This design comes from an exercise in tuning for small area, a short achievable clock period and few clock cycles on the open sky130 flow, not from production work. The RTL was checked by simulation tests, not by an equivalence proof against the original design.

$ cat design/flow/design.v
package neuron_fixed_pkg;
    localparam int          FRAC_BITS = 12;
    localparam logic [15:0] Q_ONE     = 16'h1000;
    localparam logic [15:0] SAT_MAX   = 16'h7FFF;
    localparam logic [15:0] SAT_MIN   = 16'h8000;
    typedef enum logic [1:0] {
        IDLE   = 2'd0,
        EVAL   = 2'd1,
        UPDATE = 2'd2,
        DONE   = 2'd3
    } state_t;
endpackage
module fixed_mul_q
#(
    parameter int W = 16
) (
    input  logic signed [W-1:0] a_i,
    input  logic signed [W-1:0] b_i,
    output logic signed [W-1:0] p_o
);
    logic signed [2*W-1:0] prod;
    assign prod = a_i * b_i;
    assign p_o = W'(prod >>> neuron_fixed_pkg::FRAC_BITS);
endmodule
module perceptron_trainer_fixed
#(
    parameter int             tam        = 16,
    parameter logic [tam-1:0] LR         = 16'h0400,
    parameter int             MAX_EPOCHS = 32
) (
    input  logic                 clk,
    input  logic                 rst,
    input  logic                 start,
    input  logic [3:0][tam-1:0]  in1,
    input  logic [3:0][tam-1:0]  in2,
    input  logic [3:0][tam-1:0]  d,
    input  logic [tam-1:0]       w0_init,
    input  logic [tam-1:0]       w1_init,
    input  logic [tam-1:0]       w2_init,
    output logic [tam-1:0]       w0,
    output logic [tam-1:0]       w1,
    output logic [tam-1:0]       w2,
    output logic                 busy,
    output logic                 done,
    output logic                 converged,
    output logic [7:0]           epoch_cnt
);
    localparam int XW = tam + 2;
    function automatic logic signed [XW-1:0] ext(input logic [tam-1:0] v);
        ext = {{2{v[tam-1]}}, v};
    endfunction
    function automatic logic [tam-1:0] fit(input logic signed [XW-1:0] x);
        fit = tam'(x);
    endfunction
    neuron_fixed_pkg::state_t         state_q, state_d;
    logic [tam-1:0] w0_q, w1_q, w2_q;
    logic [1:0]     idx_q;
    logic [2:0]     errs_q;
    logic           err_q;     
    logic           pos_q;     
    logic           conv_q;
    logic [7:0]     epoch_q;
    logic [tam-1:0] x1, x2, ma1, ma2, p1, p2, s;
    logic [tam-1:0] w0_n, w1_n, w2_n;
    logic           tgt, y, last, clean, limit;
    assign x1  = in1[idx_q];
    assign x2  = in2[idx_q];
    assign tgt = (d[idx_q] != '0);
    assign ma1 = (state_q == neuron_fixed_pkg::UPDATE) ? LR : w1_q;
    assign ma2 = (state_q == neuron_fixed_pkg::UPDATE) ? LR : w2_q;
    fixed_mul_q #(.W(tam)) u_mul1 (.a_i(ma1), .b_i(x1), .p_o(p1));
    fixed_mul_q #(.W(tam)) u_mul2 (.a_i(ma2), .b_i(x2), .p_o(p2));
    assign s = fit(ext(w0_q) + ext(p1) + ext(p2));
    assign y = !s[tam-1] && (s != '0);
    assign w0_n = pos_q ? fit(ext(w0_q) + ext(LR)) : fit(ext(w0_q) - ext(LR));
    assign w1_n = pos_q ? fit(ext(w1_q) + ext(p1)) : fit(ext(w1_q) - ext(p1));
    assign w2_n = pos_q ? fit(ext(w2_q) + ext(p2)) : fit(ext(w2_q) - ext(p2));
    assign last  = (idx_q == 2'd3);
    assign clean = (errs_q == 3'd0) && !err_q;
    assign limit = ((epoch_q + 8'd1) == 8'(MAX_EPOCHS));
    always_ff @(posedge clk) begin
        if (rst) state_q <= neuron_fixed_pkg::IDLE;
        else     state_q <= state_d;
    end
    always_comb begin
        state_d = state_q;
        unique case (state_q)
            neuron_fixed_pkg::IDLE, neuron_fixed_pkg::DONE: if (start) state_d = neuron_fixed_pkg::EVAL;
            neuron_fixed_pkg::EVAL:       state_d = neuron_fixed_pkg::UPDATE;
            neuron_fixed_pkg::UPDATE: begin
                if (!last)                state_d = neuron_fixed_pkg::EVAL;
                else if (clean || limit)  state_d = neuron_fixed_pkg::DONE;
                else                      state_d = neuron_fixed_pkg::EVAL;
            end
            default:    state_d = neuron_fixed_pkg::IDLE;
        endcase
    end
    always_comb begin
        busy = (state_q == neuron_fixed_pkg::EVAL) || (state_q == neuron_fixed_pkg::UPDATE);
        done = (state_q == neuron_fixed_pkg::DONE);
    end
    always_ff @(posedge clk) begin
        if (rst) begin
            w0_q    <= '0;
            w1_q    <= '0;
            w2_q    <= '0;
            idx_q   <= '0;
            errs_q  <= '0;
            err_q   <= 1'b0;
            pos_q   <= 1'b0;
            conv_q  <= 1'b0;
            epoch_q <= '0;
        end else begin
            unique case (state_q)
                neuron_fixed_pkg::IDLE, neuron_fixed_pkg::DONE: begin
                    if (start) begin
                        w0_q    <= w0_init;
                        w1_q    <= w1_init;
                        w2_q    <= w2_init;
                        idx_q   <= '0;
                        errs_q  <= '0;
                        err_q   <= 1'b0;
                        conv_q  <= 1'b0;
                        epoch_q <= '0;
                    end
                end
                neuron_fixed_pkg::EVAL: begin
                    err_q <= (tgt != y);
                    pos_q <= tgt;
                end
                neuron_fixed_pkg::UPDATE: begin
                    if (err_q) begin
                        w0_q <= w0_n;
                        w1_q <= w1_n;
                        w2_q <= w2_n;
                    end
                    if (last) begin
                        epoch_q <= epoch_q + 8'd1;
                        idx_q   <= '0;
                        errs_q  <= '0;
                        if (clean) conv_q <= 1'b1;
                    end else begin
                        idx_q  <= idx_q + 2'd1;
                        errs_q <= errs_q + {2'b00, err_q};
                    end
                end
                default: ;
            endcase
        end
    end
    assign w0        = w0_q;
    assign w1        = w1_q;
    assign w2        = w2_q;
    assign converged = conv_q;
    assign epoch_cnt = epoch_q;
endmodule
$ cat design/flow/run.sh
#!/bin/bash
# synth_recipe.tcl (not shown) runs the flow's synth.tcl, then flattens the netlist and writes it again
# the make line also repeats each setting of config.mk as NAME=value (left out here)
make -C /OpenROAD-flow-scripts/flow DESIGN_CONFIG=/design/flow/config.mk WORK_HOME=/design/flow/orfs CLKGATE_MAP_FILE= SYNTH_SCRIPT=/design/flow/synth_recipe.tcl finish
$ cat design/flow/config.mk
export PLATFORM = sky130hd
export DESIGN_NAME = perceptron_trainer_fixed
export DESIGN_NICKNAME = perceptron_trainer_fixed
export VERILOG_FILES = /design/flow/design.v
export SDC_FILE = /design/flow/constraint.sdc
export NUM_CORES = 4
export LEC_CHECK = 0
export CAP_MARGIN = 20
export CORE_MARGIN = 2
export CORE_UTILIZATION = 40
export SLEW_MARGIN = 20
$ cat design/flow/constraint.sdc
create_clock -name core_clock -period 13.0 [get_ports {clk}]
set_input_delay 2.6000 -clock core_clock [delete_from_list [all_inputs] [get_ports {clk}]]
set_output_delay 2.6000 -clock core_clock [all_outputs]
set_load 0.01 [all_outputs]
==> flow_summary.ini, run 1 <==
[status]
status = complete, no violations

[sta]
maxSlewHeadroom_pct = 28.8
rsz0062_at_grt = no
period_needed_ns = 12.04
holdWs_ns = 0.484
fin_crit_sh_pct = 92.6
timing_hold_violations_final = 0
worst_pin_slew_ns = 1.07
finalSetupViolCount = 0
tns_ns = 0
drv_slew = 0
fmax_mhz = 83.0
fin_skew_ns = 0.0124

[yosys]
syn_area_per_cell_sq_um = 8.41
synth_seq_area_share_pct = 5.34
synth_flop_cell = dfxtp_1
synth_area_sq_mm = 0.0248
async_flop_share_pct = 0
synth_cell_types = 82
ys_seq_elements = 66
synth_edf_count = 0
syn_inst = 2944
yosysWarnings = 1

[placed_design]
portBuffers = 301
gp_congestion = 0.943
placed_area_sq_mm = 0.0287
dp.cells = 3974
dp_hpwl_mm = 67.7

[finish]
drive_gt1_share_pct = 4.19
final_cell_mix = 615 x inv_1, 474 x fa_1, 344 x nor2_1, 326 x nand2_1, 300 x clkdlybuf4s50_1
fin_cells = 3992
final_common_cell = inv_1
nets = 4119
syn2layout_area_growth_pct = 17.1
postLayoutCellArea_sq_mm = 0.0290

[cts]
numCtsBuffers = 9
tritoncts = done
clkSlewWorstSetupHoldPaths_ns = 0.06
cts-root-buf = clkbuf_16
cts_hold_buf = 0
insertion_delay_ns = 0.36
ctsResizeCount = 0
clock_sinks = 66
postCtsSetupBuffers = 0
htree_levels = 3
clk_path_buf_depth = 2

[setup_path]
cp_slowest_stage_delay_ns = 0.70
cp_slowest_cell = mux4_2
crit_type = in -> reg
start_kind = input port
cp-end-kind = flop
worstPathArrival_ns = 12.33
cp.required_ns = 13.28
crit_fanout = 16
cpMostUsedCell = fa_1

[grt]
grt_pass1_vias = 22600
track_usage_pct = 25.5
antenna_found_initial = 1
grt_pass1_wl_mm = 126
grt_max_degree = 60
grt_overflow = 0

[drt]
totalWireLength_mm = 80.1
first_pass_iters = 5
vias_per_cell = 5.36
ant_nets = 0
routedWlPerCell_microns = 20.1
drt_iter0_drc = 1382
vias = 21400
drc = 0

[die]
num_rows = 91
fp.coreArea_sq_mm = 0.0615
die_y_microns = 253
die_w_microns = 253
num_io_pins = 302
dieArea_sq_mm = 0.0639
start_util_pct = 40.3

[run]
cap_violations = 0

[hold_path]
hp-class = reg -> reg
-- sequential cells by signal, summed over array words and instances (netlist names) --
name and flops:
err_q 1, w0_q 16, idx_q 2, state_q 2
pos_q 1, epoch_q 8, errs_q 3, conv_q 1
w2_q 16, w1_q 16
-- per-stage QoR --
stage / utilization [%] / worst slack [ns]
global route: 47.2 / 0.403
CTS: 47.2 / 1.01
global placement: 46.7 / 0.763
detailed placement: 46.7 / 0.660
floorplan: - / 1.67
finish: 47.2 / 0.957
-- synthesized netlist by cell type, types with 17 or more instances --
| cell type | n | area (sq um) |
|---|---|---|
| a21o_1 | 29 | 218 |
| inv_1 | 616 | 2310 |
| dfxtp_1 | 66 | 1320 |
| or2_2 | 18 | 113 |
| a21oi_1 | 88 | 440 |
| o21ai_1 | 17 | 85.1 |
| nor2b_1 | 37 | 231 |
| xor2_1 | 29 | 254 |
| a31oi_1 | 17 | 106 |
| nand3_1 | 22 | 110 |
| clkbuf_1 | 86 | 323 |
| mux2i_1 | 54 | 541 |
| nor4_1 | 21 | 131 |
| xnor2_1 | 107 | 937 |
| fa_1 | 474 | 9490 |
| a211oi_1 | 47 | 353 |
| and2_1 | 34 | 213 |
| nor2_1 | 344 | 1290 |
| nand2b_1 | 19 | 119 |
| ha_1 | 207 | 2590 |
| nand2_1 | 326 | 1220 |
| nor3_1 | 27 | 135 |
| o21ai_0 | 36 | 180 |
| mux2_2 | 26 | 293 |
-- logic make-up after synthesis --
group	share of synthesized area [%]
AO/OA/AOI/OAI	9.25
AND/OR/NAND/NOR	16.1
flip-flops	5.34
XOR/XNOR	4.99
adder cells (fa/ha/maj)	48.8
multiplexers	4.55
buffers and inverters	11.0
-- layout make-up --
| type | instances | area [sq um] |
|---|---|---|
| Tap cell | 790 | 988 |
| Multi-Input combinational cell | 2155 | 20700 |
| Timing Repair Buffer | 345 | 3340 |
| Fill cell | 5931 | 32500 |
| Sequential cell | 66 | 1330 |
| Clock buffer | 14 | 275 |
| Antenna cell | 2 | 5.00 |
| Clock inverter | 2 | 10.0 |
| Inverter | 618 | 2320 |
-- worst paths after layout --
kind,start,endpoint,slack (ns),depth (start not counted)
setup / recovery,in1[50],w1_q[15],0.96,33
hold / removal,errs_q[0],errs_q[0],0.48,2
setup reg to reg,state_q[0],err_q,2.04,38
hold reg to reg,errs_q[0],errs_q[0],0.48,2
-- worst max-delay path, delay by kind of cell --
family | cells | cell delay, ns
AO/OA/AOI/OAI | 13 | 2.81
AND/OR/NAND/NOR | 5 | 1.30
multiplexers | 1 | 0.70
buffers and inverters | 2 | 0.51
XOR/XNOR | 4 | 0.78
adder cells (fa/ha/maj) | 8 | 3.64
-- metal layers --
layer  up-vias  routed length (microns)  track usage (%)
met2       843                    37200             41.9
met4         0                     1960             6.19
met3       116                     6130             4.65
met1     10700                    34900             34.8
met5         -                        0                0
li1       9682                        -                -
Testbench counts, summed over its fixed seeds: cycles 13,088.
==> run 2: changes to the inputs <==
==> design/flow/design.v (replaced) <==
package neuron_fixed_pkg;
    localparam int          FRAC_BITS = 12;
    localparam logic [15:0] Q_ONE     = 16'h1000;
endpackage
module fixed_mul_q
#(
    parameter int W = 16
) (
    input  logic signed [W-1:0] a_i,
    input  logic signed [W-1:0] b_i,
    output logic signed [W-1:0] p_o
);
    logic signed [W+11:0] prod;
    assign prod = a_i * b_i;
    assign p_o  = prod[W+11:12];
endmodule
module perceptron_trainer_fixed
#(
    parameter int             tam        = 16,
    parameter logic [tam-1:0] LR         = 16'h0400,
    parameter int             MAX_EPOCHS = 32
) (
    input  logic                 clk,
    input  logic                 rst,
    input  logic                 start,
    input  logic [3:0][tam-1:0]  in1,
    input  logic [3:0][tam-1:0]  in2,
    input  logic [3:0][tam-1:0]  d,
    input  logic [tam-1:0]       w0_init,
    input  logic [tam-1:0]       w1_init,
    input  logic [tam-1:0]       w2_init,
    output logic [tam-1:0]       w0,
    output logic [tam-1:0]       w1,
    output logic [tam-1:0]       w2,
    output logic                 busy,
    output logic                 done,
    output logic                 converged,
    output logic [7:0]           epoch_cnt
);
    logic           busy_q, done_q, conv_q;
    logic [tam-1:0] w0_q, w1_q, w2_q;
    logic [tam-1:0] x1_q, x2_q;
    logic           t_q;
    logic [1:0]     idx_q, streak_q;
    logic [5:0]     epoch_q;
    logic           accept, err, fin, clean4, last;
    logic [1:0]     nidx;
    logic [tam-1:0] p1, p2, s, dx1, dx2, u0, u1, u2;
    assign accept = start && !busy_q;
    fixed_mul_q #(.W(tam)) u_mul1 (.a_i(w1_q), .b_i(x1_q), .p_o(p1));
    fixed_mul_q #(.W(tam)) u_mul2 (.a_i(w2_q), .b_i(x2_q), .p_o(p2));
    assign s   = w0_q + p1 + p2;
    assign err = (!s[tam-1] && (s != '0)) != t_q;
    assign dx1 = {{2{x1_q[tam-1]}}, x1_q[tam-1:2]};
    assign dx2 = {{2{x2_q[tam-1]}}, x2_q[tam-1:2]};
    assign u0  = t_q ? w0_q + LR  : w0_q - LR;
    assign u1  = t_q ? w1_q + dx1 : w1_q - dx1;
    assign u2  = t_q ? w2_q + dx2 : w2_q - dx2;
    assign last   = (idx_q == 2'd3);
    assign clean4 = (streak_q == 2'd3) && !err;
    assign fin    = clean4 || (last && epoch_q == 6'(MAX_EPOCHS));
    assign nidx   = busy_q ? idx_q + 2'd1 : 2'd0;
    always_ff @(posedge clk) begin
        if (rst) begin
            busy_q <= 1'b0;
            done_q <= 1'b0;
        end else if (accept) begin
            busy_q <= 1'b1;
            done_q <= 1'b0;
        end else if (busy_q && fin) begin
            busy_q <= 1'b0;
            done_q <= 1'b1;
        end
    end
    always_ff @(posedge clk) begin
        x1_q <= in1[nidx];
        x2_q <= in2[nidx];
        t_q  <= (d[nidx] != '0);
        if (accept) begin
            w0_q     <= w0_init;
            w1_q     <= w1_init;
            w2_q     <= w2_init;
            idx_q    <= 2'd0;
            streak_q <= 2'd0;
            epoch_q  <= 6'd1;
        end else if (busy_q) begin
            if (err) begin
                w0_q <= u0;
                w1_q <= u1;
                w2_q <= u2;
            end
            idx_q    <= idx_q + 2'd1;
            streak_q <= err ? 2'd0 : streak_q + 2'd1;
            if (last && !fin) epoch_q <= epoch_q + 6'd1;
            conv_q <= clean4;
        end
    end
    assign w0        = w0_q;
    assign w1        = w1_q;
    assign w2        = w2_q;
    assign busy      = busy_q;
    assign done      = done_q;
    assign converged = conv_q;
    assign epoch_cnt = {2'b00, epoch_q};
endmodule
==> flow_summary.ini, run 2 <==
[status]
status = complete, no violations

[yosys]
synth_top_family_by_area = adder cells
synth_area_leaders = fa_1 39%, ha_1 10%, inv_1 9.4%
synth_area_sq_mm = 0.0245
ys_top_cells_by_count = 613 x inv_1, 475 x fa_1, 359 x nand2_1
async_flop_share_pct = 0
ys_seq_elements = 94
netlist.top_cell.by_area = fa_1
synth_compound_area_share_pct = 7.39
yosysMostFrequentCell = inv_1
synth_edf_count = 49
syn_area_per_cell_sq_um = 8.76
synth_cell_types = 66
synth_flop_cell = edfxtp_1
yosysWarnings = 1
synth_adder_area_share_pct = 49.1
synth.area.mux_share_pct = 0.367
yosys.area_share.simple_pct = 17.4
synth-xor-area-share_pct = 4.77
synth_seq_area_share_pct = 9.67
syn_inst = 2801
yosysTopAreaCellShare_pct = 38.8

[sta]
rsz0062_at_grt = no
timing_hold_violations_final = 0
finalSetupViolCount = 0
period_needed_ns = 11.47
maxSlewHeadroom_pct = 26.6
drv_slew = 0
tns_ns = 0
fin_crit_sh_pct = 88.2
worst_pin_slew_ns = 1.10
holdWs_ns = 0.456
fin_skew_ns = 0.0199
fmax_mhz = 87.2

[hold_path]
hp-class = reg -> reg
holdPathStages = 2

[grt]
use_met2_pct = 41.2
grt_max_degree = 69
grt.busiest_layer = met2
use_met1_pct = 29.9
antenna_found_initial = 2
grtUsageMet3_pct = 2.89
track_usage_pct = 23.4
grt_pass1_vias = 20700
grt_pass1_wl_mm = 114
grt_overflow = 0

[die]
num_rows = 90
fp.coreArea_sq_mm = 0.0605
num_io_pins = 302
die_w_microns = 252
dieArea_sq_mm = 0.0633
start_util_pct = 40.6
die_y_microns = 252

[setup_path]
start_kind = flop
cp-end-kind = flop
crit_type = reg -> reg
worstPathArrival_ns = 11.51
cpMostUsedCell = fa_1
cp.required_ns = 13.04
cp_slowest_cell = edfxtp_1
crit_fanout = 24
worst-r2r-cell-count = 38
cp_slowest_stage_delay_ns = 0.85

[drt]
totalWireLength_mm = 71.8
first_pass_iters = 5
ant_nets = 0
drt_iter0_drc = 1203
routedWlPerCell_microns = 18.9
vias = 19200
vias_per_cell = 5.06
drc = 0

[finish]
final_common_cell = inv_1
final_cell_mix = 612 x inv_1, 475 x fa_1, 358 x nand2_1, 299 x clkdlybuf4s50_1, 243 x and2_1
nets = 3930
drive_gt1_share_pct = 2.19
syn2layout_area_growth_pct = 16.3

[cts]
clkSlewWorstSetupHoldPaths_ns = 0.07
clk_path_buf_depth = 2
clock_sinks = 94
postCtsSetupBuffers = 0
tritoncts = done
numCtsBuffers = 9
insertion_delay_ns = 0.40
ctsResizeCount = 0
htree_levels = 3
cts-root-buf = clkbuf_16
cts_hold_buf = 0

[run]
cap_violations = 0

[placed_design]
gp_congestion = 0.913
portBuffers = 299
dp_hpwl_mm = 58.5
run 2: logic make-up after synthesis:
family | count (synthesis)
compound gates | 284
xor+xnor | 132
fa+ha+maj | 677
buf+inv | 740
flops | 94
mux | 7
other cells | 1
simple gates | 866
run 2: path summary, 6_finish.rpt:
check	start	to	slack (ns)
worst max-delay path	w2_q[7]	w1_q[6]	1.53
worst min-delay path	idx_q[1]	idx_q[1]	0.46
worst max register to register	w2_q[7]	w1_q[6]	1.53
worst min register to register	idx_q[1]	idx_q[1]	0.46
run 2: area by class of cell:
type,count,area [sq um]
Tap cell,782,978
Antenna cell,2,5.00
Sequential cell,94,2370
Clock buffer,12,289
Multi-Input combinational cell,1968,19400
Clock inverter,3,22.5
Timing Repair Buffer,321,3160
Inverter,616,2310
Fill cell,5770,31900
run 2: critical path, delay by kind of cell, from the launching register on:
| kind | cells | cell delay (ns) |
|---|---|---|
| adders and majority gates | 9 | 4.01 |
| DFF | 1 | 0.85 |
| and+or+nand+nor | 10 | 2.65 |
| xor gates and xnor gates | 1 | 0.10 |
| AOI/OAI and AO/OA | 11 | 2.65 |
| buffers and inverters | 7 | 0.78 |
run 2: routing by layer:
| layer | vias to the layer above | wire, microns |
|---|---|---|
| met4 | 0 | 2130 |
| met1 | 9620 | 30000 |
| li1 | 8918 | - |
| met2 | 612 | 36100 |
| met3 | 82 | 3520 |
| met5 | - | 0 |
run 2: stage by stage:
| stage | worst slack (ns) | util, % | std cells | instance area (sq um) |
|---|---|---|---|---|
| finish | 1.53 | 47.2 | 3798 | 28500 |
| global placement | 1.73 | 46.7 | 3781 | 28200 |
| detailed placement | 1.52 | 46.7 | 3781 | 28200 |
| floorplan | 1.53 | - | 2802 | 24500 |
| global route | 0.683 | 47.2 | 3798 | 28500 |
| CTS | 1.49 | 47.2 | 3796 | 28500 |
Testbench counts of run 2, summed over its fixed seeds: cycles 6,410.

## re-timing with driven ports
The results above use ideal ports. As a check the final layouts listed here were re-extracted and re-timed, cells and wires unchanged.
Step 1 sets driving cells, clkbuf_16 on the clock port and buf_2 on the other inputs (assumed; they add their load-dependent delay and slew).
Step 2 times the ports against the registers' clock, not the clock port: input delays grow and output delays shrink by t, the midpoint of the rising clock arrivals with the driver on.
a / b / c = no drivers / after step 1 / after step 2; a / b = the first two.
| run | t (ns) | slack for setup (ns) | hold WS [ns] | latest minus earliest clock arrival (ns) | slew at the worst register clock pin (ns) |
|---|---|---|---|---|---|
| run 1 | 0.389 | 0.957 / 0.964 / 0.575 | 0.484 / 0.484 / 0.484 | 0.013 / 0.013 | 0.06 / 0.06 |
| run 2 | 0.455 | 1.531 / 1.531 / 1.531 | 0.456 / 0.456 / 0.456 | 0.020 / 0.020 | 0.09 / 0.09 |
After both steps setup and hold are still met in every run listed. For run 1, which loses most, drivers alone change the setup slack by +0.007 ns; drivers and shift together by -0.382 ns.
